Context: an optimization exercise on an open-source flow, tuned for small area and a short achievable clock period. The choices shown serve that exercise and are no tape-out recipe.
At most, simulation tests tie the RTL to the original design; equivalence was not proved.
Power and IR drop assume default switching activity.

Design zic_mmr_ctrl, start of the top module:
module zic_mmr_ctrl #(
	parameter int                 NUM_IRQ  = 48,
	parameter zic_pkg::zic_addr_t MMR_BASE = 16'h1000
)
(
	input  logic                zic_clk,
	input  logic                zic_rst,
	input  logic                wdt_reset_i,
	input  zic_pkg::zic_addr_t  zic_mmr_write_addr_i,
	input  zic_pkg::zic_data_t  zic_mmr_write_data_i,
	input  logic                zic_mmr_write_en_i,
	input  zic_pkg::zic_addr_t  zic_mmr_read_addr_i,
	input  logic                zic_mmr_read_en_i,
	input  logic [NUM_IRQ-1:0]  zic_int_pending_i,
	input  logic                zic_int_pending_valid_i,
	input  logic [NUM_IRQ-1:0]  zic_int_enable_i,
	input  logic                zic_int_enable_valid_i,
	output logic [NUM_IRQ-1:0]  zic_int_en_o,
	output zic_pkg::zic_data_t  zic_mmr_read_data_o,
	output logic                zic_mmr_read_valid_o
);
For scale: about 22000 um^2 of cells after synthesis.
==> module zic_mmr_readback, before the edit <==
module zic_mmr_readback #(
	parameter int NUM_IRQ = 48
)
(
	input  logic [NUM_IRQ-1:0] sel_i,
	input  logic [NUM_IRQ-1:0] d_i,
	input  logic               blk_n_i,
	output logic               q_o
);
	localparam int NG = NUM_IRQ / 3;
	logic [NG-1:0] grp_n;
	for (genvar g = 0; g < NG; g++)
	begin : g_grp
		zic_mmr_rb3 u_rb3 (
			.s_i   (sel_i[3*g +: 3]),
			.d_i   (d_i[3*g +: 3]),
			.y_n_o (grp_n[g])
		);
	end
	logic [3:0] or4;
	logic [1:0] nor2;
	for (genvar k = 0; k < 4; k++)
	begin : g_n4
		zic_mmr_rb_nand4 u_n4 (
			.a_i (grp_n[4*k +: 4]),
			.y_o (or4[k])
		);
	end
	for (genvar k = 0; k < 2; k++)
	begin : g_n2
		zic_mmr_rb_nor2 u_n2 (
			.a_i (or4[2*k +: 2]),
			.y_o (nor2[k])
		);
	end
	zic_mmr_rb_aoi u_out (
		.a_i     (nor2),
		.blk_n_i (blk_n_i),
		.y_o     (q_o)
	);
endmodule
==> module zic_mmr_rb_aoi, before the edit <==
module zic_mmr_rb_aoi (
	input  logic [1:0] a_i,
	input  logic       blk_n_i,
	output logic       y_o
);
	assign y_o = !((&a_i) || blk_n_i);
endmodule
==> module zic_mmr_rb3, before the edit <==
module zic_mmr_rb3 (
	input  logic [2:0] s_i,
	input  logic [2:0] d_i,
	output logic       y_n_o
);
	assign y_n_o = !(|(s_i & d_i));
endmodule
clock: 4.0 ns
lec_check: 0
cap_margin: 20
core_margin: 2
core_utilization: 60
place_density: 0.75
setup_slack_margin: 2.2
slew_margin: 20
synth_hierarchical: 1
tns_end_percent: 0
standard.sh (not shown) runs the stock make flow with config.mk's settings and CLKGATE_MAP_FILE= SYNTH_SCRIPT=/design/flow/synth_recipe.tcl, a recipe that flattens the netlist after the stock synthesis.
==> flow/flow/run.sh <==
#!/bin/bash
# Standard ORFS layout (the standard.sh) with:
#  - small plain buffers on the ports instead of the delay cell that
#    buffer_ports picks by default;
#  - clock tree built from clkbuf_16 sink clusters, without dummy loads;
#  - combinational cells reset to drive strength 1 after floorplan
#    (downsize.tcl), so that timing repair sizes up only what it needs.
set -e
export BUFFER_PORTS_ARGS="-buffer_cell sky130_fd_sc_hd__buf_2"
export CTS_ARGS="-sink_clustering_enable -repair_clock_nets -dont_use_dummy_load -buf_list sky130_fd_sc_hd__clkbuf_16 -sink_clustering_size 25 -sink_clustering_max_diameter 80"
export POST_FLOORPLAN_TCL="$PWD/flow/downsize.tcl"
bash standard.sh > standard.log 2>&1
==> flow/flow/downsize.tcl <==
# Start every combinational cell from synthesis at its smallest drive
# strength; the timing repair later in the flow sizes up what paths need.
# Registers, tie cells and tap cells are left as they are.
set n 0
foreach inst [[ord::get_db_block] getInsts] {
  set m [[$inst getMaster] getName]
  if {![regexp {^sky130_fd_sc_hd__(\w+?)_(\d+)$} $m -> fn sz]} { continue }
  if {[regexp {^(df|sdf|edf|sedf|dl|conb|tap|fill|decap|clk)} $fn]} { continue }
  if {$sz eq "0" || $sz eq "1"} { continue }
  set target sky130_fd_sc_hd__${fn}_1
  if {[llength [get_lib_cells -quiet $target]] == 0} { continue }
  replace_cell [$inst getName] $target
  incr n
}
puts "downsize: $n cells set to drive strength 1"
The first run finished clean.
Edit:
--- a/flow/design.v
+++ b/flow/design.v
@@ -174,36 +174,44 @@
 	output logic               q_o
 );
-	localparam int NG = NUM_IRQ / 3;
-	logic [NG-1:0] grp_n;
-	for (genvar g = 0; g < NG; g++)
-	begin : g_grp
-		zic_mmr_rb3 u_rb3 (
-			.s_i   (sel_i[3*g +: 3]),
-			.d_i   (d_i[3*g +: 3]),
-			.y_n_o (grp_n[g])
+	localparam int NP = NUM_IRQ / 2;    
+	localparam int NQ = NP / 4;         
+	logic [NP-1:0] pair_n;
+	logic [NQ-1:0] quad;
+	logic [NQ/2-1:0] half_n;
+	for (genvar g = 0; g < NP; g++)
+	begin : g_pair
+		zic_mmr_rb_aoi22 u_p (
+			.s_i   (sel_i[2*g +: 2]),
+			.d_i   (d_i[2*g +: 2]),
+			.y_n_o (pair_n[g])
 		);
 	end
-	logic [3:0] or4;
-	logic [1:0] nor2;
-	for (genvar k = 0; k < 4; k++)
+	for (genvar k = 0; k < NQ; k++)
 	begin : g_n4
 		zic_mmr_rb_nand4 u_n4 (
-			.a_i (grp_n[4*k +: 4]),
-			.y_o (or4[k])
+			.a_i (pair_n[4*k +: 4]),
+			.y_o (quad[k])
 		);
 	end
-	for (genvar k = 0; k < 2; k++)
+	for (genvar k = 0; k < NQ / 2; k++)
 	begin : g_n2
 		zic_mmr_rb_nor2 u_n2 (
-			.a_i (or4[2*k +: 2]),
-			.y_o (nor2[k])
+			.a_i (quad[2*k +: 2]),
+			.y_o (half_n[k])
 		);
 	end
-	zic_mmr_rb_aoi u_out (
-		.a_i     (nor2),
+	zic_mmr_rb_aoi31 u_out (
+		.a_i     (half_n),
 		.blk_n_i (blk_n_i),
 		.y_o     (q_o)
 	);
 endmodule
+module zic_mmr_rb_aoi22 (
+	input  logic [1:0] s_i,
+	input  logic [1:0] d_i,
+	output logic       y_n_o
+);
+	assign y_n_o = !(|(s_i & d_i));
+endmodule
 module zic_mmr_rb_nand4 (
 	input  logic [3:0] a_i,
@@ -218,6 +226,6 @@
 	assign y_o = !(|a_i);
 endmodule
-module zic_mmr_rb_aoi (
-	input  logic [1:0] a_i,
+module zic_mmr_rb_aoi31 (
+	input  logic [2:0] a_i,
 	input  logic       blk_n_i,
 	output logic       y_o
@@ -225,11 +233,4 @@
 	assign y_o = !((&a_i) || blk_n_i);
 endmodule
-module zic_mmr_rb3 (
-	input  logic [2:0] s_i,
-	input  logic [2:0] d_i,
-	output logic       y_n_o
-);
-	assign y_n_o = !(|(s_i & d_i));
-endmodule
 `timescale 1ns/100ps
 module zic_mmr_ctrl #(
Hold slack degrades by 44 ps; worst setup slack improves by 430 ps; synthesized cell count goes up by 6.1%; non-clock buffer count goes up by 1; power goes up by 1.7%; clock skew goes down by 6.6 ps; maximum frequency goes up by about 20%.
The RTL of the first run of this note was laid out without a check of its function.

Setup of lane 1:
zic_mmr_ctrl, a different RTL version from the one above (not shown whole).
Size: about 250 I/O pins, ~0.023 sq mm of cells after synthesis.
clock: 4.0 ns
lec_check: 0
cap_margin: 20
core_margin: 2
core_utilization: 60
place_density: 0.75
setup_slack_margin: 2.6
slew_margin: 20
synth_hierarchical: 1
tns_end_percent: 0
==> flow/flow/run.sh <==
#!/bin/bash
# Standard ORFS layout (the standard.sh) with:
#  - small plain buffers on the ports instead of the delay cell that
#    buffer_ports picks by default;
#  - clock tree built from clkbuf_16 sink clusters, without dummy loads;
#  - combinational cells reset to drive strength 1 after floorplan
#    (downsize.tcl), so that timing repair sizes up only what it needs;
#  - one more worst-path setup repair after global routing (post_grt.tcl).
#  - resistance-aware global routing.
set -e
export BUFFER_PORTS_ARGS="-buffer_cell sky130_fd_sc_hd__buf_2"
export CTS_ARGS="-sink_clustering_enable -repair_clock_nets -dont_use_dummy_load -buf_list sky130_fd_sc_hd__clkbuf_16 -sink_clustering_size 25 -sink_clustering_max_diameter 80"
export POST_FLOORPLAN_TCL="$PWD/flow/downsize.tcl"
export POST_GLOBAL_ROUTE_TCL="$PWD/flow/post_grt.tcl"
export ENABLE_RESISTANCE_AWARE=1
bash standard.sh > standard.log 2>&1
==> flow/flow/post_grt.tcl <==
# After global routing: one more setup repair, on the worst path only,
# with global-route parasitics, then re-legalise and re-route the nets
# it touched (as global_route.tcl does after its own repairs).
estimate_parasitics -global_routing
repair_timing -setup -setup_margin 3.0 -repair_tns 0 -max_passes 50 -verbose
global_route -start_incremental
detailed_placement
global_route -end_incremental
estimate_parasitics -global_routing
Scripts as last shown in full above: flow/flow/downsize.tcl
Here is what was changed in the inputs of lane 2 compared with lane 1.
-- flow/design.v --
<<< lane 1, line 162
	input  logic keep_n_i,
	input  logic vld_i,
	input  logic hw_i,
	output logic q_o
>>> lane 2, line 162
	input  logic keep_n_i,
	input  logic vld_i,
	input  logic vld_n_i,
	input  logic hw_i,
	output logic q_o
<<< lane 1, line 170
			q_o <= 1'b0;
		else
			q_o <= !set_n_i || (!keep_n_i && (vld_i ? hw_i : q_o));
	end
endmodule
>>> lane 2, line 171
			q_o <= 1'b0;
		else
			q_o <= !set_n_i || (!keep_n_i && ((vld_i && hw_i) || (vld_n_i && q_o)));
	end
endmodule
<<< lane 1, line 329
	logic wdt_n;
	assign wdt_n = !wdt_reset_i;
	logic sel_ctl, sel_ip, sel_ie, dw;
	zic_mmr_dec_and2 u_sel_ctl (.a_i (wa[1]), .b_i (wa[0]), .y_o (sel_ctl));
>>> lane 2, line 330
	logic wdt_n;
	assign wdt_n = !wdt_reset_i;
	logic ip_vld_n, ie_vld_n;
	assign ip_vld_n = !zic_int_pending_valid_i;
	assign ie_vld_n = !zic_int_enable_valid_i;
	logic sel_ctl, sel_ip, sel_ie, dw;
	zic_mmr_dec_and2 u_sel_ctl (.a_i (wa[1]), .b_i (wa[0]), .y_o (sel_ctl));
<<< lane 1, line 401
			.keep_n_i (ip_keep_n),
			.vld_i    (zic_int_pending_valid_i),
			.hw_i     (zic_int_pending_i[s]),
			.q_o      (ip_q[s])
>>> lane 2, line 405
			.keep_n_i (ip_keep_n),
			.vld_i    (zic_int_pending_valid_i),
			.vld_n_i  (ip_vld_n),
			.hw_i     (zic_int_pending_i[s]),
			.q_o      (ip_q[s])
<<< lane 1, line 410
			.keep_n_i (ie_keep_n),
			.vld_i    (zic_int_enable_valid_i),
			.hw_i     (zic_int_enable_i[s]),
			.q_o      (ie_q[s])
>>> lane 2, line 415
			.keep_n_i (ie_keep_n),
			.vld_i    (zic_int_enable_valid_i),
			.vld_n_i  (ie_vld_n),
			.hw_i     (zic_int_enable_i[s]),
			.q_o      (ie_q[s])
Findings:
- Lane 2 vs lane 1: power share of the clock group down in lane 2
- Going from lane 1 to lane 2, the post-synthesis compound-gate area fraction was found to have gone up by 3.4 points.
- Lane 2 ended up with a higher post-layout minimum cycle time than lane 1 did.
- Higher portion of the clock cycle consumed by the worst path in the final layout among lane 1 and lane 2: lane 2
- Looking at least setup slack across all paths after layout across lane 1 and lane 2, the one that comes out higher is lane 1.
- Taking lane 1 as the reference, in lane 2 number of antenna violations at the first check in global routing fell by 2, layout overhead on the synthesized area dropped 0.57 points, final antenna diode count decreased by 3 relative to the old numbers, layout multi-input combinational cell count stayed essentially flat.
- Diff lane 1 -> lane 2: final area down about 1.5%, first-pass GRT wire length down about 0.7%, flop-to-flop setup slack down 0.02 ns.
- Lane 2 has number of non-clock inverters in the layout above what lane 1 had.
The RTL of lane 2 was laid out without a check of its function.

== blue ==
zic_mmr_ctrl again, from the RTL that the note above started with.
clock: 4.0 ns
lec_check: 0
cap_margin: 20
core_margin: 2
core_utilization: 60
place_density: 0.75
setup_slack_margin: 2.6
slew_margin: 20
synth_hierarchical: 1
tns_end_percent: 0
==> flow/flow/run.sh <==
#!/bin/bash
# Standard ORFS layout (the standard.sh) with:
#  - small plain buffers on the ports instead of the delay cell that
#    buffer_ports picks by default;
#  - clock tree built from clkbuf_16 sink clusters, without dummy loads;
#  - combinational cells reset to drive strength 1 after floorplan
#    (downsize.tcl), so that timing repair sizes up only what it needs.
set -e
export BUFFER_PORTS_ARGS="-buffer_cell sky130_fd_sc_hd__buf_2"
export CTS_ARGS="-sink_clustering_enable -repair_clock_nets -dont_use_dummy_load -buf_list sky130_fd_sc_hd__clkbuf_16 -sink_clustering_size 25 -sink_clustering_max_diameter 80"
export POST_FLOORPLAN_TCL="$PWD/flow/downsize.tcl"
bash standard.sh > standard.log 2>&1
Scripts as last shown in full above: flow/flow/downsize.tcl
The final layout from blue, which completed every stage, passed the timing, DRC and antenna checks at the end of the flow.
--- input diff blue..purple ---
diff --git a/flow/design.v b/flow/design.v
--- a/flow/design.v
+++ b/flow/design.v
@@ -349,23 +349,29 @@
 			.ip_set_o    (ip_set[k]),
 			.ip_wr_n_o   (ip_wr_n[k]),
 			.ie_set_o    (ie_set[k]),
 			.ie_wr_n_o   (ie_wr_n[k])
 		);
 	end
-	logic [NUM_IRQ-1:0]    ip_q, ie_q, rd_src;
+	logic [NUM_IRQ-1:0]    ip_q, ie_q, rd_src_a, rd_src_b;
 	logic [NUM_IRQ*BW-1:0] ctl_q;
 	for (genvar s = 0; s < NUM_IRQ; s++)
 	begin : g_src
 		localparam logic [BW-1:0] RST_VAL = zic_pkg::zic_ctl_reset_value(s);
 		logic ctl_ld, ctl_hold, ip_set_n, ip_keep_n, ie_set_n, ie_keep_n;
-		zic_mmr_dec_src u_rsrc (
+		zic_mmr_dec_src u_rsrc_a (
 			.a_i   (rg1[s % 4]),
 			.b_i   (rg2[(s / 4) % 4]),
 			.c_i   (rg3[s / 16]),
-			.src_o (rd_src[s])
+			.src_o (rd_src_a[s])
+		);
+		zic_mmr_dec_src u_rsrc_b (
+			.a_i   (rg1[s % 4]),
+			.b_i   (rg2[(s / 4) % 4]),
+			.c_i   (rg3[s / 16]),
+			.src_o (rd_src_b[s])
 		);
 		zic_mmr_decode u_dec (
 			.src_i       (wsrc[s % 16]),
 			.src_n_i     (wsrc_n[s % 16]),
 			.wdt_n_i     (wdt_n),
 			.ctl_ld_i    (ctl_wr_ld[s / 16]),
@@ -429,13 +435,13 @@
 			else
 				assign col[s] = ip_q[s];
 		end
 		zic_mmr_readback #(
 			.NUM_IRQ (NUM_IRQ)
 		) u_rd (
-			.sel_i   (rd_src),
+			.sel_i   ((b < BW / 2) ? rd_src_a : rd_src_b),
 			.d_i     (col),
 			.blk_n_i (!rd_blk),
 			.q_o     (rd_bit[b])
 		);
 	end
 	logic          valid_q;
==> comparison <==
- | fraction of layout instances using a drive strength above 1 | purple vs blue | 1.4 points lower |
- zic_mmr_read_addr_i[6] as the timing startpoint of the critical path was reported by blue, and zic_mmr_read_addr_i[7] by purple.
- Against blue, purple comes in 21 uW higher on switching component of the power.
- purple vs blue: total power divided by cell area down slightly
- [compare] base=blue new=purple: area of the die went up about 1.3%; worst hold slack now larger.
Function not checked in purple: the RTL went through the layout flow alone.

Setup of v6:
RTL: one of the versions met above, not the one the previous note started from.
Size: roughly 1900 cells after synthesis, ~490 flip-flops, ~250 I/O pins.
clock: 4.0 ns
lec_check: 0
cap_margin: 20
core_margin: 2
core_utilization: 60
place_density: 0.75
setup_slack_margin: 2.6
slew_margin: 20
synth_hierarchical: 1
tns_end_percent: 0
==> flow/flow/run.sh <==
#!/bin/bash
# Standard ORFS layout (the standard.sh) with:
#  - small plain buffers on the ports instead of the delay cell that
#    buffer_ports picks by default;
#  - clock tree built from clkbuf_16 sink clusters, without dummy loads;
#  - combinational cells reset to drive strength 1 after floorplan
#    (downsize.tcl), so that timing repair sizes up only what it needs;
#  - one more worst-path setup repair after global routing (post_grt.tcl).
set -e
export BUFFER_PORTS_ARGS="-buffer_cell sky130_fd_sc_hd__buf_2"
export CTS_ARGS="-sink_clustering_enable -repair_clock_nets -dont_use_dummy_load -buf_list sky130_fd_sc_hd__clkbuf_16 -sink_clustering_size 25 -sink_clustering_max_diameter 80"
export POST_FLOORPLAN_TCL="$PWD/flow/downsize.tcl"
export POST_GLOBAL_ROUTE_TCL="$PWD/flow/post_grt.tcl"
bash standard.sh > standard.log 2>&1
==> flow/flow/post_grt.tcl <==
# After global routing: more setup repair on the worst path, with
# global-route parasitics, in a few rounds; after each round re-legalise
# and re-route the nets it touched (as global_route.tcl does after its own
# repairs), so the next round sees the updated routes.
for {set round 0} {$round < 4} {incr round} {
  estimate_parasitics -global_routing
  repair_timing -setup -setup_margin 3.0 -repair_tns 0 -max_passes 50 -verbose
  global_route -start_incremental
  detailed_placement
  global_route -end_incremental
}
estimate_parasitics -global_routing
Scripts as last shown in full above: flow/flow/downsize.tcl
### v6 -> v7
diff --git a/flow/design.v b/flow/design.v
--- a/flow/design.v
+++ b/flow/design.v
@@ -153,32 +153,31 @@
 	zic_mmr_dec_nand3 u_ip_wr  (.a_i (blk_i), .b_i (grp_i), .c_i (sel_ip_i), .y_o (ip_wr_n_o));
 	zic_mmr_dec_and4  u_ie_set (.a_i (blk_i), .b_i (grp_i), .c_i (sel_ie_i), .d_i (dw_i), .y_o (ie_set_o));
 	zic_mmr_dec_nand3 u_ie_wr  (.a_i (blk_i), .b_i (grp_i), .c_i (sel_ie_i), .y_o (ie_wr_n_o));
 endmodule
 `timescale 1ns/100ps
 module zic_pend_en_bank (
 	input  logic zic_clk,
 	input  logic zic_rst,
 	input  logic set_n_i,
 	input  logic keep_n_i,
 	input  logic vld_i,
-	input  logic vld_n_i,
 	input  logic hw_i,
 	output logic q_o
 );
 	always_ff @(posedge zic_clk or negedge zic_rst)
 	begin
 		if (!zic_rst)
 			q_o <= 1'b0;
 		else
-			q_o <= !set_n_i || (!keep_n_i && ((vld_i && hw_i) || (vld_n_i && q_o)));
+			q_o <= !set_n_i || (!keep_n_i && (vld_i ? hw_i : q_o));
 	end
 endmodule
 `timescale 1ns/100ps
 module zic_level_bank #(
 	parameter logic RST_VAL = 1'b1
 )
 (
 	input  logic zic_clk,
 	input  logic zic_rst,
 	input  logic ld_i,
 	input  logic hold_i,
@@ -321,25 +320,22 @@
 			.b_i (wg2[j / 4]),
 			.y_o (wsrc[j])
 		);
 		zic_mmr_dec_nand2 u_wsrc_n (
 			.a_i (wg1[j % 4]),
 			.b_i (wg2[j / 4]),
 			.y_o (wsrc_n[j])
 		);
 	end
 	logic wdt_n;
 	assign wdt_n = !wdt_reset_i;
-	logic ip_vld_n, ie_vld_n;
-	assign ip_vld_n = !zic_int_pending_valid_i;
-	assign ie_vld_n = !zic_int_enable_valid_i;
 	logic sel_ctl, sel_ip, sel_ie, dw;
 	zic_mmr_dec_and2 u_sel_ctl (.a_i (wa[1]), .b_i (wa[0]), .y_o (sel_ctl));
 	zic_mmr_dec_nor2 u_sel_ip  (.a_i (wa[1]), .b_i (wa[0]), .y_o (sel_ip));
 	zic_mmr_dec_andn u_sel_ie  (.a_i (wa[0]), .b_n_i (wa[1]), .y_o (sel_ie));
 	zic_mmr_dec_andn u_dw      (.a_i (zic_mmr_write_data_i[0]), .b_n_i (wdt_reset_i), .y_o (dw));
 	logic [2:0] ctl_wr_ld, ctl_wr_n, ip_wr_n, ip_set, ie_wr_n, ie_set;
 	for (genvar k = 0; k < 3; k++)
 	begin : g_type
 		zic_mmr_dec_type u_type (
 			.blk_i       (wr_blk),
 			.grp_i       (wg3[k]),
@@ -396,33 +392,31 @@
 				.hold_i  (ctl_hold),
 				.d_i     (zic_mmr_write_data_i[b]),
 				.q_o     (ctl_q[s*BW + b])
 			);
 		end
 		zic_pend_en_bank u_ip (
 			.zic_clk  (zic_clk),
 			.zic_rst  (zic_rst),
 			.set_n_i  (ip_set_n),
 			.keep_n_i (ip_keep_n),
 			.vld_i    (zic_int_pending_valid_i),
-			.vld_n_i  (ip_vld_n),
 			.hw_i     (zic_int_pending_i[s]),
 			.q_o      (ip_q[s])
 		);
 		zic_pend_en_bank u_ie (
 			.zic_clk  (zic_clk),
 			.zic_rst  (zic_rst),
 			.set_n_i  (ie_set_n),
 			.keep_n_i (ie_keep_n),
 			.vld_i    (zic_int_enable_valid_i),
-			.vld_n_i  (ie_vld_n),
 			.hw_i     (zic_int_enable_i[s]),
 			.q_o      (ie_q[s])
 		);
 	end
 	assign zic_int_en_o = ie_q;
 	logic [BW+1:0] rd_bit;
 	logic          rd_hit;
 	assign rd_hit = rd_blk && !(ra[7] && ra[6]);
 	for (genvar b = 0; b < BW + 2; b++)
 	begin : g_rd
 		logic [NUM_IRQ-1:0] col;
==> comparison <==
Of v6 and v7, v6 shows the lower effective utilization at floorplan, with v7 above it.
For power per cell area, v6 and v7 come out practically identical.
Per the comparison of v7 with v6, routability congestion estimate dropped about 7%, synthesis-to-layout area growth climbed 0.74 points.
v7 vs v6: maximum number of pins on one net before global-route repair down by a few percent
Compared with v6, in v7 worst setup slack now larger, synthesized cell count held steady.
Finished layout cell area grows slightly when moving from v6 to v7.
Run comparison: v7 capturing element of the worst setup path rd_q[2]; v6 capturing element of the worst setup path rd_q[3]
For v6, only the layout was checked, not whether the RTL still works.

separate check: timing with driven ports:
Ports are ideal in the flow. The routed layouts listed here were re-timed in OpenROAD.
Step 1: set_driving_cell puts a clkbuf_16 on zic_clk and a buf_2 on each other input, an assumption about the parent block.
Step 2 times the ports against the registers' clock, not the clock port: input delays grow and output delays shrink by t, the midpoint of the rising clock arrivals with the driver on.
Slacks: ideal ports / drivers / drivers and shift; pairs: ideal ports / drivers.
| run | t, ns | setup slack, ns | worst slew at a driven data input, ns |
|---|---|---|---|
| the first run of note 1 | 0.605 | 1.561 / 1.550 / 0.945 | 0.09 |
| the second run of note 1 | 0.621 | 1.986 / 1.974 / 1.365 | 0.07 |
| lane 1 | 0.639 | 1.982 / 1.972 / 1.341 | 0.08 |
| lane 2 | 0.623 | 1.841 / 1.776 / 1.152 | 0.13 |
| blue | 0.635 | 1.970 / 1.970 / 1.349 | 0.08 |
| purple | 0.618 | 1.917 / 1.942 / 1.324 | 0.05 |
| v6 | 0.623 | 1.855 / 1.804 / 1.181 | 0.13 |
| v7 | 0.636 | 1.970 / 1.975 / 1.353 | 0.08 |
After both steps setup and hold are still met in every run listed. For lane 2, which loses most, drivers alone change the setup slack by -0.065 ns; drivers and shift together by -0.689 ns.
